Source: an optimization exercise on an open RTL-to-GDS flow (aim: small area, a short achievable clock period and few clock cycles). Production flows keep margins and buffers that such runs may drop. Function was checked by simulation only, so behaviour that the tests miss may differ from the original.

## config.mk

```make
export PLATFORM = sky130hd
export DESIGN_NAME = circle_boundary_link_fraction_unit
export DESIGN_NICKNAME = circle_boundary_link_fraction_unit
export VERILOG_FILES = /design/flow/design.v
export SDC_FILE = /design/flow/constraint.sdc
export NUM_CORES = 4
export LEC_CHECK = 0
export ABC_AREA = 1
export CAP_MARGIN = 20
export CORE_MARGIN = 2
export CORE_UTILIZATION = 35
export PLACE_DENSITY = 0.6
export SLEW_MARGIN = 20
```

## constraint.sdc

```tcl
create_clock -name core_clock -period 22.0 [get_ports {clk}]
set_input_delay 4.4000 -clock core_clock [delete_from_list [all_inputs] [get_ports {clk}]]
set_output_delay 4.4000 -clock core_clock [all_outputs]
set_load 0.01 [all_outputs]
```

## design.v

```verilog
`timescale 1ns / 1ps
package cblf_pkg;
	localparam int FRAC_BITS_DEF = 16;
	localparam int CW  = 12;
	localparam int OW  = 14;
	localparam int FW  = 17;
	localparam int DW  = 4;
	localparam int NNB = 8;
endpackage
`timescale 1ns / 1ps
module cblf_link_gen #(
	parameter int CAP        = 3,   
	parameter bit COMB_READY = 1    
) (
	input  logic               clk,
	input  logic               arst_n,
	input  logic               in_valid,
	output logic               in_ready,
	input  logic               intake_open,
	input  logic signed [11:0] point_x,
	input  logic signed [11:0] point_y,
	input  logic [21:0]        r2,         
	input  logic               stall,
	input  logic               out_ready,
	output logic               busy,
	output logic               lk_valid,
	output logic [2:0]         lk_k,
	output logic               lk_last,
	output logic signed [11:0] lk_x,
	output logic signed [11:0] lk_y,
	output logic [12:0]        lk_c
);
	logic [10:0]        x1, y1;
	logic               sx, sy;
	logic [24:0]        rx [11];
	logic [24:0]        ry [11];
	logic signed [24:0] c_full;
	logic               c_ok;
	logic signed [13:0] h, hd, hn, hdn;
	logic signed [13:0] vx, vy, vs, vd;
	logic [7:0]         mask_in;
	assign sx = point_x[11];
	assign sy = point_y[11];
	assign x1 = point_x[10:0] ^ {11{sx}};
	assign y1 = point_y[10:0] ^ {11{sy}};
	always_comb begin
		for (int i = 0; i < 11; i++) begin
			rx[i] = '0;
			ry[i] = '0;
			rx[i][2*i] = x1[i];
			ry[i][2*i] = y1[i];
			for (int j = i + 1; j < 11; j++) begin
				rx[i][i+j+1] = x1[i] & x1[j];
				ry[i][i+j+1] = y1[i] & y1[j];
			end
		end
	end
	assign c_full = rx[0] + rx[1] + rx[2] + rx[3] + rx[4] + rx[5] + rx[6] + rx[7] + rx[8] + rx[9] + rx[10]
		+ ry[0] + ry[1] + ry[2] + ry[3] + ry[4] + ry[5] + ry[6] + ry[7] + ry[8] + ry[9] + ry[10]
		+ (sx ? 25'({x1, 1'b1}) : 25'd0) + (sy ? 25'({y1, 1'b1}) : 25'd0) - 25'(r2);
	assign c_ok   = (c_full[24:13] == '0);
	assign h   = $signed({2'b0, c_full[12:1]});
	assign hd  = $signed({1'b0, c_full[12:0]} + 14'd1) >>> 1;
	assign hn  = ~h;
	assign hdn = ~hd;
	assign vx = 14'(point_x);
	assign vy = 14'(point_y);
	assign vs = vx + vy;
	assign vd = vx - vy;
	always_comb begin
		mask_in[0] = vy > h;
		mask_in[1] = vy <= hn;
		mask_in[2] = vx > h;
		mask_in[3] = vs > hd;
		mask_in[4] = vd > hd;
		mask_in[5] = vx <= hn;
		mask_in[6] = vd <= hdn;
		mask_in[7] = vs <= hdn;
		if (!c_ok) mask_in = '0;
	end
	logic [CAP-1:0]     qv;
	logic signed [11:0] qx [CAP];
	logic signed [11:0] qy [CAP];
	logic [12:0]        qc [CAP];
	logic [7:0]         qm [CAP];
	logic [2:0] pick;
	logic [7:0] rest;
	logic       emit, pop, push;
	always_comb begin
		pick = 3'd0;
		for (int k = 7; k >= 0; k--) begin
			if (qm[0][k]) pick = 3'(k);
		end
	end
	assign rest = qm[0] & (qm[0] - 8'd1);
	assign emit = qv[0] && !stall;
	assign pop  = emit && (rest == '0);
	if (COMB_READY) begin : g_rdy
		assign in_ready = intake_open && (!qv[CAP-1] || (qv[0] && rest == '0 && (out_ready || !stall)));
	end else begin : g_rdy
		assign in_ready = intake_open && !qv[CAP-1];
	end
	assign push = in_valid && in_ready && (mask_in != '0);
	assign busy = qv[0];
	assign lk_valid = qv[0];
	assign lk_k     = pick;
	assign lk_last  = (rest == '0);
	assign lk_x     = qx[0];
	assign lk_y     = qy[0];
	assign lk_c     = qc[0];
	for (genvar i = 0; i < CAP; i++) begin : g_q
		logic nxt_v, here;
		if (i + 1 < CAP) begin : g_n
			assign nxt_v = qv[i+1];
		end else begin : g_n
			assign nxt_v = 1'b0;
		end
		assign here = pop ? (qv[i] && !nxt_v) : (!qv[i] && (i == 0 || qv[i-1]));
		always_ff @(posedge clk or negedge arst_n) begin
			if (!arst_n) qv[i] <= 1'b0;
			else if (pop) qv[i] <= nxt_v || (push && here);
			else if (push && here) qv[i] <= 1'b1;
		end
		always_ff @(posedge clk) begin
			if (push && here) begin
				qx[i] <= point_x;
				qy[i] <= point_y;
				qc[i] <= c_full[12:0];
				qm[i] <= mask_in;
			end else if (pop) begin
				if (i + 1 < CAP) begin
					qx[i] <= qx[(i+1)%CAP];
					qy[i] <= qy[(i+1)%CAP];
					qc[i] <= qc[(i+1)%CAP];
					qm[i] <= qm[(i+1)%CAP];
				end
			end else if (i == 0 && emit) begin
				qm[i] <= rest;
			end
		end
	end
endmodule
`timescale 1ns / 1ps
module cblf_isqrt #(
	parameter int J = 15
) (
	input  logic [11:0] mq,
	input  logic [31:0] sig_i,     
	input  logic [15:0] w_i,       
	output logic [31:0] sig_o,     
	output logic [15:0] w_o
);
	localparam int TW = 31 - J;    
	logic [TW-1:0] s4, tau, diff;
	logic          take;
	assign s4 = TW'({sig_i[27-J:0], 2'b00});
	if (J == 15) begin : g_t
		assign tau = TW'({mq, 2'b11});
	end else begin : g_t
		assign tau = TW'({mq, ~w_i[14-J:0], 2'b11});
	end
	assign diff  = s4 - tau;
	assign take  = !diff[TW-1];
	assign sig_o = 32'(take ? diff[28-J:0] : s4[28-J:0]);
	assign w_o   = {w_i[14:0], take};
endmodule
`timescale 1ns / 1ps
module cblf_frac #(
	parameter logic [15:0] SPLIT = 16'b0000_1000_0100_0000,   
	parameter bit          SPLIT_SETUP = 0                      
) (
	input  logic               clk,
	input  logic               arst_n,
	input  logic               lk_valid,
	input  logic [2:0]         lk_k,
	input  logic               lk_last,
	input  logic signed [11:0] lk_x,
	input  logic signed [11:0] lk_y,
	input  logic [12:0]        lk_c,
	input  logic [11:0]        ox,
	input  logic [11:0]        oy,
	output logic               stall,
	output logic               busy,
	output logic               out_valid,
	input  logic               out_ready,
	output logic [3:0]         link_dir,
	output logic [3:0]         back_dir,
	output logic [13:0]        fluid_x,
	output logic [13:0]        fluid_y,
	output logic [13:0]        solid_x,
	output logic [13:0]        solid_y,
	output logic [13:0]        far_x,
	output logic [13:0]        far_y,
	output logic [16:0]        wall_fraction,
	output logic               last
);
	logic               pos0, a2_0, wh0, full0;
	logic signed [12:0] sa, sb, ss;
	logic [11:0]        mq0, mq1;
	logic signed [13:0] e0;
	logic [12:0]        sig0;
	assign pos0 = (lk_k == 3'd0) || (lk_k == 3'd2) || (lk_k == 3'd3) || (lk_k == 3'd4);
	assign a2_0 = (lk_k == 3'd3) || (lk_k == 3'd4) || (lk_k == 3'd6) || (lk_k == 3'd7);
	assign sa = (lk_k == 3'd0 || lk_k == 3'd1) ? 13'sd0 : 13'(lk_x);
	assign sb = (lk_k == 3'd2 || lk_k == 3'd5) ? 13'sd0 :
		(lk_k == 3'd4 || lk_k == 3'd6) ? -(13'(lk_y)) : 13'(lk_y);
	assign ss = sa + sb;
	assign mq0 = pos0 ? 12'(ss - 13'sd1) : 12'(~ss);
	assign e0  = $signed({1'b0, lk_c}) - $signed({2'b0, mq0}) - 14'sd1;
	assign wh0 = a2_0 && !e0[13];
	assign mq1 = wh0 ? mq0 - 12'd1 : mq0;
	assign sig0 = !a2_0 ? lk_c : wh0 ? {e0[11:0], 1'b1} : {lk_c[11:0], 1'b0};
	assign full0 = (lk_c == {mq0, !a2_0});
	logic        v   [17];
	logic [11:0] m   [17];
	logic        a2  [17];
	logic        wh  [17];
	logic [31:0] sg  [17];
	logic [15:0] w   [17];
	logic        fl  [17];
	logic [2:0]  kk  [17];
	logic        ls  [17];
	logic [11:0] xx  [17];
	logic [11:0] yy  [17];
	logic [31:0] sgn [16];
	logic [15:0] wn  [16];
	logic [16:0] vbusy;
	if (SPLIT_SETUP) begin : g_s0
		always_ff @(posedge clk or negedge arst_n) begin
			if (!arst_n) v[16] <= 1'b0;
			else if (!stall) v[16] <= lk_valid;
		end
		always_ff @(posedge clk) begin
			if (!stall) begin
				m[16]  <= mq1;
				a2[16] <= a2_0;
				wh[16] <= wh0;
				sg[16] <= 32'(sig0);
				fl[16] <= full0;
				kk[16] <= lk_k;
				ls[16] <= lk_last;
				xx[16] <= lk_x;
				yy[16] <= lk_y;
			end
		end
		assign vbusy[16] = v[16];
	end else begin : g_s0
		assign v[16]  = lk_valid;
		assign m[16]  = mq1;
		assign a2[16] = a2_0;
		assign wh[16] = wh0;
		assign sg[16] = 32'(sig0);
		assign fl[16] = full0;
		assign kk[16] = lk_k;
		assign ls[16] = lk_last;
		assign xx[16] = lk_x;
		assign yy[16] = lk_y;
		assign vbusy[16] = 1'b0;
	end
	assign w[16] = '0;
	for (genvar j = 15; j >= 0; j--) begin : g_it
		cblf_isqrt #(.J(j)) u_step (
			.mq(m[j+1]), .sig_i(sg[j+1]), .w_i(w[j+1]), .sig_o(sgn[j]), .w_o(wn[j])
		);
		if (SPLIT[j] && j > 0) begin : g_reg
			always_ff @(posedge clk or negedge arst_n) begin
				if (!arst_n) v[j] <= 1'b0;
				else if (!stall) v[j] <= v[j+1];
			end
			always_ff @(posedge clk) begin
				if (!stall) begin
					m[j]  <= m[j+1];
					a2[j] <= a2[j+1];
					wh[j] <= wh[j+1];
					sg[j] <= sgn[j];
					w[j]  <= wn[j];
					fl[j] <= fl[j+1];
					kk[j] <= kk[j+1];
					ls[j] <= ls[j+1];
					xx[j] <= xx[j+1];
					yy[j] <= yy[j+1];
				end
			end
			assign vbusy[j] = vbusy[j+1] || v[j];
		end else begin : g_wire
			assign v[j]  = v[j+1];
			assign m[j]  = m[j+1];
			assign a2[j] = a2[j+1];
			assign wh[j] = wh[j+1];
			assign sg[j] = sgn[j];
			assign w[j]  = wn[j];
			assign fl[j] = fl[j+1];
			assign kk[j] = kk[j+1];
			assign ls[j] = ls[j+1];
			assign xx[j] = xx[j+1];
			assign yy[j] = yy[j+1];
			assign vbusy[j] = vbusy[j+1];
		end
	end
	assign busy = vbusy[0];
	logic        ov_q;
	logic [2:0]  k_q;
	logic [13:0] fx_q, fy_q;
	logic [16:0] wf_q;
	logic        last_q;
	assign stall = ov_q && !out_ready;
	always_ff @(posedge clk or negedge arst_n) begin
		if (!arst_n) ov_q <= 1'b0;
		else if (!stall) ov_q <= v[0];
	end
	always_ff @(posedge clk) begin
		if (!stall) begin
			k_q    <= kk[0];
			fx_q   <= 14'($signed(xx[0])) + 14'(ox);
			fy_q   <= 14'($signed(yy[0])) + 14'(oy);
			wf_q   <= fl[0] ? 17'h10000 : a2[0] ? {1'b0, wh[0], w[0][15:1]} : {1'b0, w[0]};
			last_q <= ls[0];
		end
	end
	logic signed [1:0] di_o, dj_o;
	always_comb begin
		case (k_q)
			3'd0, 3'd1: di_o = 2'sd0;
			3'd2, 3'd3, 3'd4: di_o = -2'sd1;
			default: di_o = 2'sd1;
		endcase
		case (k_q)
			3'd0, 3'd3, 3'd6: dj_o = -2'sd1;
			3'd2, 3'd5: dj_o = 2'sd0;
			default: dj_o = 2'sd1;
		endcase
		case (k_q)
			3'd0: begin link_dir = 4'd4; back_dir = 4'd2; end
			3'd1: begin link_dir = 4'd2; back_dir = 4'd4; end
			3'd2: begin link_dir = 4'd3; back_dir = 4'd1; end
			3'd3: begin link_dir = 4'd7; back_dir = 4'd5; end
			3'd4: begin link_dir = 4'd6; back_dir = 4'd8; end
			3'd5: begin link_dir = 4'd1; back_dir = 4'd3; end
			3'd6: begin link_dir = 4'd8; back_dir = 4'd6; end
			default: begin link_dir = 4'd5; back_dir = 4'd7; end
		endcase
	end
	assign out_valid     = ov_q;
	assign fluid_x       = fx_q;
	assign fluid_y       = fy_q;
	assign solid_x       = fx_q + 14'(di_o);
	assign solid_y       = fy_q + 14'(dj_o);
	assign far_x         = fx_q - 14'(di_o);
	assign far_y         = fy_q - 14'(dj_o);
	assign wall_fraction = wf_q;
	assign last          = last_q;
endmodule
`timescale 1ns / 1ps
module circle_boundary_link_fraction_unit #(
	parameter int FRAC_BITS = cblf_pkg::FRAC_BITS_DEF
) (
	input  logic                           clk,
	input  logic                           arst_n,
	input  logic                           cfg_valid,
	output logic                           cfg_ready,
	input  logic [1:0]                     cfg_index,
	input  logic [11:0]                    cfg_data,
	input  logic                           in_valid,
	output logic                           in_ready,
	input  logic signed [cblf_pkg::CW-1:0] point_x,
	input  logic signed [cblf_pkg::CW-1:0] point_y,
	output logic                           out_valid,
	input  logic                           out_ready,
	output logic [cblf_pkg::DW-1:0]        link_dir,
	output logic [cblf_pkg::DW-1:0]        back_dir,
	output logic [cblf_pkg::OW-1:0]        fluid_x,
	output logic [cblf_pkg::OW-1:0]        fluid_y,
	output logic [cblf_pkg::OW-1:0]        solid_x,
	output logic [cblf_pkg::OW-1:0]        solid_y,
	output logic [cblf_pkg::OW-1:0]        far_x,
	output logic [cblf_pkg::OW-1:0]        far_y,
	output logic [cblf_pkg::FW-1:0]        wall_fraction,
	output logic                           last
);
	logic [21:0] r2_q;         
	logic [10:0] r_u;
	logic [21:0] r2_n;
	logic [21:0] rr [11];
	logic [11:0] cx_q, cy_q;
	logic        addc_q;
	logic        pend_v;
	logic [1:0]  pend_idx;
	logic [11:0] pend_data;
	logic        busy_gen, busy_frac, idle, stall;
	logic        lk_valid;
	logic [2:0]  lk_k;
	logic        lk_last;
	logic signed [11:0] lk_x, lk_y;
	logic [12:0] lk_c;
	assign idle      = !busy_gen && !busy_frac;
	assign cfg_ready = !pend_v || idle;
	always_ff @(posedge clk or negedge arst_n) begin
		if (!arst_n) begin
			r2_q     <= '0;
			cx_q     <= '0;
			cy_q     <= '0;
			addc_q   <= 1'b1;
			pend_v   <= 1'b0;
		end else begin
			if (pend_v && idle) begin
				case (pend_idx)
					2'd0: r2_q     <= r2_n;
					2'd1: cx_q     <= pend_data;
					2'd2: cy_q     <= pend_data;
					default: addc_q <= pend_data[0];
				endcase
			end
			if (cfg_valid && cfg_ready) pend_v <= 1'b1;
			else if (idle) pend_v <= 1'b0;
		end
	end
	always_ff @(posedge clk) begin
		if (cfg_valid && cfg_ready) begin
			pend_idx  <= cfg_index;
			pend_data <= cfg_data;
		end
	end
	assign r_u = pend_data[10:0] - 11'd1;
	always_comb begin
		for (int i = 0; i < 11; i++) begin
			rr[i] = '0;
			rr[i][2*i] = r_u[i];
			for (int j = i + 1; j < 11; j++) rr[i][i+j+1] = r_u[i] & r_u[j];
		end
	end
	assign r2_n = (pend_data[10:0] == '0) ? 22'd1 :
		rr[0] + rr[1] + rr[2] + rr[3] + rr[4] + rr[5] + rr[6] + rr[7] + rr[8] + rr[9] + rr[10];
	cblf_link_gen u_gen (
		.clk(clk), .arst_n(arst_n),
		.in_valid(in_valid), .in_ready(in_ready), .intake_open(!pend_v),
		.point_x(point_x), .point_y(point_y),
		.r2(r2_q),
		.stall(stall), .out_ready(out_ready), .busy(busy_gen),
		.lk_valid(lk_valid), .lk_k(lk_k), .lk_last(lk_last),
		.lk_x(lk_x), .lk_y(lk_y), .lk_c(lk_c)
	);
	cblf_frac u_frac (
		.clk(clk), .arst_n(arst_n),
		.lk_valid(lk_valid), .lk_k(lk_k), .lk_last(lk_last),
		.lk_x(lk_x), .lk_y(lk_y), .lk_c(lk_c),
		.ox(addc_q ? cx_q : 12'd0), .oy(addc_q ? cy_q : 12'd0),
		.stall(stall), .busy(busy_frac),
		.out_valid(out_valid), .out_ready(out_ready),
		.link_dir(link_dir), .back_dir(back_dir),
		.fluid_x(fluid_x), .fluid_y(fluid_y),
		.solid_x(solid_x), .solid_y(solid_y),
		.far_x(far_x), .far_y(far_y),
		.wall_fraction(wall_fraction), .last(last)
	);
endmodule
```

## run.sh

```bash
#!/bin/bash
# synth_recipe.tcl (not shown) runs the flow's synth.tcl, then flattens the netlist and writes it again
# the make line also repeats each setting of config.mk as NAME=value (left out here)
make -C /OpenROAD-flow-scripts/flow DESIGN_CONFIG=/design/flow/config.mk WORK_HOME=/design/flow/orfs CLKGATE_MAP_FILE= SYNTH_SCRIPT=/design/flow/synth_recipe.tcl finish
```

==> run summary <==
[final cells by class]
| cell class | instances | share of cell area [%] |
|---|---|---|
| antenna | 1 | 0.004862 |
| clock buffer | 50 | 2.242 |
| clock inverter | 32 | 0.7075 |
| inverter | 892 | 6.520 |
| multi-input combinational | 4561 | 60.43 |
| sequential | 391 | 22.30 |
| tap | 1755 | 4.267 |
| timing repair buffer | 188 | 3.525 |
[kinds of logic (layout without fill, tap and decap cells)]
family / after synthesis / after routing / share of synthesized area (%)
simple gates: 2160 / 2160 / 19.46
compound gates: 1127 / 1127 / 13.66
buf+inv: 1010 / 1162 / 8.287
fa+ha+maj: 868 / 868 / 26.10
xor+xnor: 398 / 398 / 7.548
flops: 391 / 391 / 24.75
mux: 8 / 8 / 0.1943
other cells: 0 / 1 / 0
[metal layers]
layer	vias to the layer above	GRT usage, %	wire (um)
li1	20134	-	-
met1	18549	25.63	59950
met2	861	30.13	57800
met3	169	2.373	6118
met4	0	4.765	3180
met5	-	0	0
[synthesized netlist by cell type (5+ instances only)]
library cell,number,share of area (%)
sky130_fd_sc_hd__a31o_2,5,0.094
sky130_fd_sc_hd__o21a_1,12,0.19
sky130_fd_sc_hd__a221oi_1,5,0.094
sky130_fd_sc_hd__nor3_1,60,0.65
sky130_fd_sc_hd__ha_1,703,19
sky130_fd_sc_hd__nand3_2,8,0.17
sky130_fd_sc_hd__or2_2,20,0.27
sky130_fd_sc_hd__xor2_1,247,4.7
sky130_fd_sc_hd__o31ai_1,23,0.37
sky130_fd_sc_hd__xnor2_1,150,2.8
sky130_fd_sc_hd__nand4_1,124,1.7
sky130_fd_sc_hd__o21ai_1,11,0.12
sky130_fd_sc_hd__buf_2,17,0.18
sky130_fd_sc_hd__nand3_1,169,1.8
sky130_fd_sc_hd__nor4_1,16,0.22
sky130_fd_sc_hd__a22o_1,5,0.094
sky130_fd_sc_hd__a211oi_1,10,0.16
sky130_fd_sc_hd__o22ai_1,12,0.16
sky130_fd_sc_hd__dfrtp_1,52,2.8
sky130_fd_sc_hd__nand2_2,12,0.16
sky130_fd_sc_hd__nor2_1,437,3.5
sky130_fd_sc_hd__buf_1,5,0.040
sky130_fd_sc_hd__and2_1,5,0.067
sky130_fd_sc_hd__edfxtp_1,338,22
sky130_fd_sc_hd__o21bai_1,74,1.2
sky130_fd_sc_hd__o211ai_1,12,0.19
sky130_fd_sc_hd__clkinv_1,8,0.065
sky130_fd_sc_hd__o221ai_1,6,0.11
sky130_fd_sc_hd__inv_1,880,7.1
sky130_fd_sc_hd__o21ai_0,356,3.8
sky130_fd_sc_hd__mux2_2,8,0.19
sky130_fd_sc_hd__nand2_1,1282,10
sky130_fd_sc_hd__a21boi_0,8,0.13
sky130_fd_sc_hd__a31oi_1,28,0.38
sky130_fd_sc_hd__a21o_1,22,0.36
sky130_fd_sc_hd__clkbuf_1,89,0.72
sky130_fd_sc_hd__and3_1,8,0.11
sky130_fd_sc_hd__fa_1,165,7.1
sky130_fd_sc_hd__a21oi_1,504,5.4
sky130_fd_sc_hd__a2111oi_0,5,0.094
sky130_fd_sc_hd__buf_4,6,0.097
[critical path: cells and delay by family (launching register included)]
kind	cells	cell delay (ns)
buffers and inverters	14	1.66
DFF	1	0.40
adders and majority gates	8	2.83
and+or+nand+nor	55	6.80
AOI/OAI and AO/OA	31	5.46
xor gates and xnor gates	3	1.28
[placed cells by master (no fill, tap or decap), drive strengths merged, types with 5 or more instances in the layout]
cell type,n
clkinv,30
fa,165
or2,21
a21oi,506
ha,703
xor2,247
o21bai,74
nand3,179
o31ai,23
a31o,5
mux2,8
o221ai,6
a31oi,28
a211oi,11
o21a,12
nand4,126
and3,8
o21ai,368
clkbuf,50
edfxtp,338
nand2,1298
a2111oi,5
nor4,16
and2,5
o22ai,12
clkdlybuf4s50,154
dfrtp,52
buf,34
o211ai,12
xnor2,150
a22o,5
inv,886
a221oi,5
nor2,440
a21o,22
a21boi,11
nor3,60
[state kept, by name, indices dropped and copies added (netlist names), 3 cells and up]
signal,flops
u_gen.qm,24
u_frac.sg,39
u_gen.qx,36
cy_q,12
u_frac.m,24
u_frac.wf_q,17
u_frac.yy,24
u_frac.fy_q,14
r2_q,21
u_frac.w,15
u_gen.qv,3
u_frac.k_q,3
cx_q,12
u_frac.fx_q,14
u_gen.qy,36
u_gen.qc,39
u_frac.kk,6
pend_data,12
u_frac.xx,24
[path summary, 6_finish.rpt]
| check | from | end | cells after the start |
|---|---|---|---|
| worst max-delay path | u_gen.qm[0][1] | u_frac.sg[11][12] | 111 |
| worst min-delay path | u_frac.yy[11][6] | u_frac.yy[6][6] | 0 |
| worst max register to register | u_gen.qm[0][1] | u_frac.sg[11][12] | 111 |
| worst min register to register | u_frac.yy[11][6] | u_frac.yy[6][6] | 0 |
| max in group asynchronous | arst_n | cx_q[2] | 2 |
| min in group asynchronous | arst_n | r2_q[19] | 2 |
[per-stage QoR]
stage	hold slack, ns	area [um^2]	worst slack (ns)	cells
2_1_floorplan	0.4003	46360	5.914	5962
3_3_place_gp	0.4007	49910	3.679	7786
3_5_place_dp	0.4045	49950	3.398	7787
4_1_cts	0.4199	51460	3.321	7869
5_1_grt	0.4312	51470	0.9640	7870
6_report	0.4189	51470	3.292	7870
==> run summary <==
----------------------------------------------------
[Routing]
  DR vias/cell ... 5.046
  Avg WL per Cell ... 16.14 um
  Detailed-routing iteration count for the pre-antenna-repair pass ... 6
  DR vias ... 39713
  Antenna-violating nets left ... 0
  Total wire length ... 127100 um
  DR DRC count ... 0
  1st-iter DRT viols ... 2756

[STA]
  Max-slew headroom ... 25.40%
  Number of pins with negative max-slew slack in the final report ... 0
  Min cycle time layout ... 18.71 ns
  Count of final hold-check violations ... 0
  Number of setup violations in the final report ... 0
  Setup TNS after final layout ... 0 ns
  Fraction of the cycle the final worst path needs ... 85.04%
  F_max ... 53.45 MHz
  Pin slew with the least headroom to its limit ... 1.115 ns
  RSZ-0062 raised after global routing ... no
  Worst Clk Skew ... 0.05710 ns

[Layout]
  Fraction of final layout cells sized beyond drive strength 1 ... 3.206%
  Post-layout nets ... 6989
  Fill cell total of the finished layout ... 13383
  Total area of multi-input combinational cells ... 0.03110 mm^2
  Area growth syn-to-layout ... 11.00%
  Footprint of the flip-flops and latches ... 0.01148 mm^2
  End-of-flow core utilization ... 39.15%

[Global route]
  Global route total overflow ... 0
  Via count of the first global-routing pass ... 38526
  Global routing usage summed across all routing layers ... 18.45%
  Initial antenna violation count ... 1
  First-pass GRT wire length ... 204100 um
  Pin count of the biggest net entering global routing ... 80

[Yosys]
  Sequential fraction of the synthesis area ... 24.75%
  Syn. warnings ... 255
  Average cell area after synthesis ... 7.777 um^2
  Main flop type after synthesis ... sky130_fd_sc_hd__edfxtp_1
  Post-synthesis instance total ... 5962
  Netlist cell types ... 72
  Post-Synthesis Net Count ... 6873
  Post-Synthesis Cell Area ... 0.04636 mm^2
  Proportion of synthesized flip-flops having asynchronous set or reset ... 13.55%
  Post-synth EDFFs ... 338
  Flip-flop and latch count after synthesis ... 391

[Die]
  Area of the placeable core ... 0.1315 mm^2
  Row cnt ... 133
  Total Die Area ... 0.1354 mm^2
  Boundary pin count ... 156
  Die Y ... 368.0 um
  Die outline width ... 368.0 um
  Starting Density ... 35.27%

[Clock network]
  Clock tree sinks ... 391
  Number of buffers inserted during clock tree synthesis ... 44
  Root buf cell ... sky130_fd_sc_hd__clkbuf_16
  Resized cells post-CTS ... 0
  Longest Clk Path Bufs ... 3
  Number of hold-repair buffers added at the cts stage ... 0
  Buffers inserted during post-CTS setup optimization ... 0
  H-tree Lvls ... 2
  CTS clock-pin slew for the worst setup and hold paths ... 0.06 ns
  TritonCTS clock tree ... done
  Later-pin clock latency in the skew report ... 0.62 ns

[Run status]
  Run status ... timing/DRC/antenna clean

[Min path]
  Tightest Hold Check Type ... flip-flop to flip-flop

[Critical path]
  Slowest-stage cell, CP ... sky130_fd_sc_hd__xor2_1
  Nature of the critical path endpoint ... flip-flop
  Data required time of the worst path ... 22.37 ns
  CP Max Fanout ... 23
  WS Path Type ... flip-flop to flip-flop
  CP dominant cell by count ... sky130_fd_sc_hd__nand2_1
  Highest cell delay on the worst timing path ... 0.70 ns
  Worst setup SP type ... flip-flop
  Slack of the worst reg-to-reg path ... 3.29 ns
  Arrival time at the worst endpoint ... 19.07 ns

[Job]
  Maximum capacitance violations ... 0

[Placement]
  Number of I/O port buffers ... 155
  HPWL after detailed placement ... 102700 um
  Final weighted congestion in routability-driven placement ... 0.9098

----------------------------------------------------
Testbench counts, summed over its fixed seeds: cycles 8,839.

[what the ideal ports hide]
The flow's constraints put no driver on any port. The routed layout listed below was extracted and timed again, unchanged, in two steps. Step 1 (the two cells are an assumption about what drives the block):
set clk [get_ports {clk}]
set_driving_cell -lib_cell sky130_fd_sc_hd__clkbuf_16 $clk
set_driving_cell -lib_cell sky130_fd_sc_hd__buf_2 [delete_from_list [all_inputs] $clk]
Step 2 adds t to the input delays and takes it off the output delays; t is the mean of the earliest and latest rising clock arrival at the registers after step 1. Input paths then give back, and output paths get back, about the clock's delay inside the block. Three values: ideal ports, drivers, drivers and shift; two values: the first two.
t, ns: 0.662
slack for setup (ns): 3.292 / 3.292 / 3.292
worst hold slack (ns): 0.419 / 0.419 / 0.419
worst setup path at the end: register to register
slew at the worst register clock pin (ns): 0.07 / 0.07
After both steps setup and hold are still met in this run. The setup slack of this run moves by 0.000 ns with the drivers and by 0.000 ns with both steps.
